Context: an optimization exercise on an open-source flow, tuned for small area, a short achievable clock period and few clock cycles. The choices shown serve that exercise and are no tape-out recipe. The RTL was checked by simulation tests, not by an equivalence proof against the original design.

Design circle_boundary_link_fraction_unit, start of the top module:
module circle_boundary_link_fraction_unit #(
	parameter int FRAC_BITS = cblf_pkg::FRAC_BITS_DEF
) (
	input  logic                           clk,
	input  logic                           arst_n,
	input  logic                           cfg_valid,
	output logic                           cfg_ready,
	input  logic [1:0]                     cfg_index,
	input  logic [11:0]                    cfg_data,
	input  logic                           in_valid,
	output logic                           in_ready,
	input  logic signed [cblf_pkg::CW-1:0] point_x,
	input  logic signed [cblf_pkg::CW-1:0] point_y,
	output logic                           out_valid,
	input  logic                           out_ready,
	output logic [cblf_pkg::DW-1:0]        link_dir,
	output logic [cblf_pkg::DW-1:0]        back_dir,
	output logic [cblf_pkg::OW-1:0]        fluid_x,
	output logic [cblf_pkg::OW-1:0]        fluid_y,
	output logic [cblf_pkg::OW-1:0]        solid_x,
	output logic [cblf_pkg::OW-1:0]        solid_y,
	output logic [cblf_pkg::OW-1:0]        far_x,
	output logic [cblf_pkg::OW-1:0]        far_y,
	output logic [cblf_pkg::FW-1:0]        wall_fraction,
	output logic                           last
);
Size: roughly 6500 cells after synthesis, about 990 flip-flops, about 160 I/O pins, ~0.069 mm² of cells after synthesis.
export LEC_CHECK = 0
export CAP_MARGIN = 20
export CORE_MARGIN = 2
export CORE_UTILIZATION = 35
export PLACE_DENSITY = 0.6
export SLEW_MARGIN = 20
create_clock -name core_clock -period 22.0 [get_ports {clk}]
run.sh (not shown) runs the stock make flow with config.mk's settings and CLKGATE_MAP_FILE= SYNTH_SCRIPT=/design/flow/synth_recipe.tcl, a recipe that flattens the netlist after the stock synthesis.
Testbench counts at the start, summed over its fixed seeds: cycles 8,803.
Rerun with:
--- a/flow/design.v
+++ b/flow/design.v
@@ -249,19 +249,19 @@
 	end
 	assign diff  = s4 - tau;
 	assign take  = !diff[TW-1];
 	assign sig_o = 32'(take ? diff[28-J:0] : s4[28-J:0]);
 	assign w_o   = {w_i[14:0], take};
 endmodule
 `timescale 1ns / 1ps
 module cblf_frac #(
 	parameter int          TD    = 4,                         
-	parameter logic [15:0] SPLIT = 16'b0101_0101_0101_0100    
+	parameter logic [15:0] SPLIT = 16'b1010_1010_1010_1010    
 ) (
 	input  logic               clk,
 	input  logic               arst_n,
 	input  logic               lk_valid,
 	input  logic [2:0]         lk_k,
 	input  logic               lk_last,
 	input  logic               lk_first,   
 	input  logic               lk_take,    
 	output logic               tag_full,
@@ -316,37 +316,38 @@
 	logic [31:0] sg  [17];
 	logic [15:0] w   [17];
 	logic        fl  [17];
 	logic [2:0]  kk  [17];
 	logic        ls  [17];
 	logic [31:0] sgn [16];
 	logic [15:0] wn  [16];
 	logic [16:0] vbusy;
 	logic        s0_v, s0_wh, s0_fl, s0_ls;
-	logic [11:0] s0_mq;
+	logic [11:0] s0_mq0, s0_mq0m;
 	logic [12:0] s0_sig;
 	logic [2:0]  s0_k;
 	always_ff @(posedge clk or negedge arst_n) begin
 		if (!arst_n) s0_v <= 1'b0;
 		else if (!stall) s0_v <= lk_take;
 	end
 	always_ff @(posedge clk) begin
 		if (!stall) begin
-			s0_mq   <= wh0 ? mq0m : mq0;
+			s0_mq0  <= mq0;
+			s0_mq0m <= mq0m;
 			s0_wh   <= wh0;
 			s0_sig  <= sig0;
 			s0_fl   <= full0;
 			s0_k    <= lk_k;
 			s0_ls   <= lk_last;
 		end
 	end
 	assign v[16]  = s0_v;
-	assign m[16]  = s0_mq;
+	assign m[16]  = s0_wh ? s0_mq0m : s0_mq0;
 	assign wh[16] = s0_wh;
 	assign sg[16] = 32'(s0_sig);
 	assign fl[16] = s0_fl;
 	assign kk[16] = s0_k;
 	assign ls[16] = s0_ls;
 	assign vbusy[16] = s0_v;
 	assign w[16] = '0;
 	for (genvar j = 15; j >= 0; j--) begin : g_it
 		cblf_isqrt #(.J(j)) u_step (
@@ -383,18 +384,19 @@
 	end
 	assign busy = vbusy[0];
 	localparam int TPW = (TD <= 2) ? 1 : (TD <= 4) ? 2 : 3;    
 	logic [13:0]         tfx [TD];
 	logic [13:0]         tfy [TD];
 	logic [TPW-1:0] twp, trp;
 	logic [TPW:0] tcnt;
 	logic                tpush, tpop;
 	assign tpush    = lk_take && lk_first;
+	assign tpop     = !stall && v[0] && ls[0];
 	assign tag_full = (tcnt == (TPW+1)'(TD));
 	always_ff @(posedge clk or negedge arst_n) begin
 		if (!arst_n) begin
 			twp  <= '0;
 			trp  <= '0;
 			tcnt <= '0;
 		end else begin
 			if (tpush) twp <= (twp == (TPW)'(TD - 1)) ? '0 : twp + 1'b1;
 			if (tpop)  trp <= (trp == (TPW)'(TD - 1)) ? '0 : trp + 1'b1;
@@ -406,32 +408,33 @@
 		always_ff @(posedge clk) begin
 			if (tpush && twp == (TPW)'(i)) begin
 				tfx[i] <= 14'(lk_x) + 14'(ox);
 				tfy[i] <= 14'(lk_y) + 14'(oy);
 			end
 		end
 	end
 	logic        ov_a, ov_b;
 	logic [2:0]  k_b, k_s;
-	logic [13:0] fx_s, fy_s;
+	logic [13:0] fx_b, fy_b, fx_n, fy_n, fx_s, fy_s;
 	logic [16:0] wf_b, wf_n, wf_s;
 	logic        last_b, last_s;
 	logic        push, take, load_a, load_b;
 	assign stall  = ov_b;
 	assign push   = v[0] && !ov_b;
 	assign take   = ov_a && out_ready;
 	assign load_a = ov_b ? take : (!ov_a || take);
 	assign load_b = !ov_b && ov_a && !take;
+	assign fx_n = tfx[trp];
+	assign fy_n = tfy[trp];
 	assign wf_n = fl[0] ? 17'h10000 : (kk[0][1:0] == 2'b11 || kk[0] == 3'd4 || kk[0] == 3'd6) ? {1'b0, wh[0], w[0][15:1]} : {1'b0, w[0]};
 	assign k_s    = ov_b ? k_b : kk[0];
-	assign fx_s   = tfx[trp];
-	assign fy_s   = tfy[trp];
-	assign tpop   = load_a && (ov_b ? last_b : (push && ls[0]));
+	assign fx_s   = ov_b ? fx_b : fx_n;
+	assign fy_s   = ov_b ? fy_b : fy_n;
 	assign wf_s   = ov_b ? wf_b : wf_n;
 	assign last_s = ov_b ? last_b : ls[0];
 	logic signed [1:0] di_s, dj_s;
 	logic [3:0]        dir_s, back_s;
 	always_comb begin
 		case (k_s)
 			3'd0, 3'd1: di_s = 2'sd0;
 			3'd2, 3'd3, 3'd4: di_s = -2'sd1;
 			default: di_s = 2'sd1;
@@ -474,18 +477,20 @@
 			solid_x       <= fx_s + 14'(di_s);
 			solid_y       <= fy_s + 14'(dj_s);
 			far_x         <= fx_s - 14'(di_s);
 			far_y         <= fy_s - 14'(dj_s);
 			wall_fraction <= wf_s;
 			last          <= last_s;
 		end
 		if (load_b) begin
 			k_b    <= kk[0];
+			fx_b   <= fx_n;
+			fy_b   <= fy_n;
 			wf_b   <= wf_n;
 			last_b <= ls[0];
 		end
 	end
 	assign out_valid = ov_a;
 endmodule
 `timescale 1ns / 1ps
 module circle_boundary_link_fraction_unit #(
 	parameter int FRAC_BITS = cblf_pkg::FRAC_BITS_DEF
Result: The changed run produced a clean layout; sequential share of layout area rises by 1.2 points; hold slack gets worse by 0.086 ns; count of clock-buffer cells in the layout rises by 28; fmax rises by a few percent; cell count rises slightly; area after synthesis rises by a few percent; wire length rises by a few percent; global-route usage stays flat; cell area rises by a few percent; sequential cell count rises by 87; clock skew rises by 0.037 ns; setup slack gets better by 0.24 ns.
Testbench counts after the change, summed over its fixed seeds: cycles 8,852.

[static timing again, ports no longer ideal]
The results above use ideal ports. As a check the final layouts listed here were re-extracted and re-timed, cells and wires unchanged.
Step 1, drivers: a clkbuf_16 drives clk and a buf_2 each remaining input, both assumed.
Step 2, shift: input delay + t, output delay - t, t = (earliest + latest rising clock arrival at the registers) / 2. This alone moves slack from input paths to output paths.
a / b / c = no drivers / after step 1 / after step 2; a / b = the first two.
| run | t (ns) | slack for setup (ns) | worst hold slack (ns) | worst setup path at the end | worst slew at a driven data input, ns |
|---|---|---|---|---|---|
| the first run | 0.801 | 15.141 / 15.141 / 14.758 | 0.417 / 0.417 / 0.417 | input to register | 0.19 |
| the second run | 0.825 | 15.383 / 15.383 / 15.038 | 0.330 / 0.330 / 0.330 | input to register | 0.19 |
After both steps setup and hold are still met in every run listed. For the first run, which loses most, drivers alone change the setup slack by 0.000 ns; drivers and shift together by -0.383 ns.
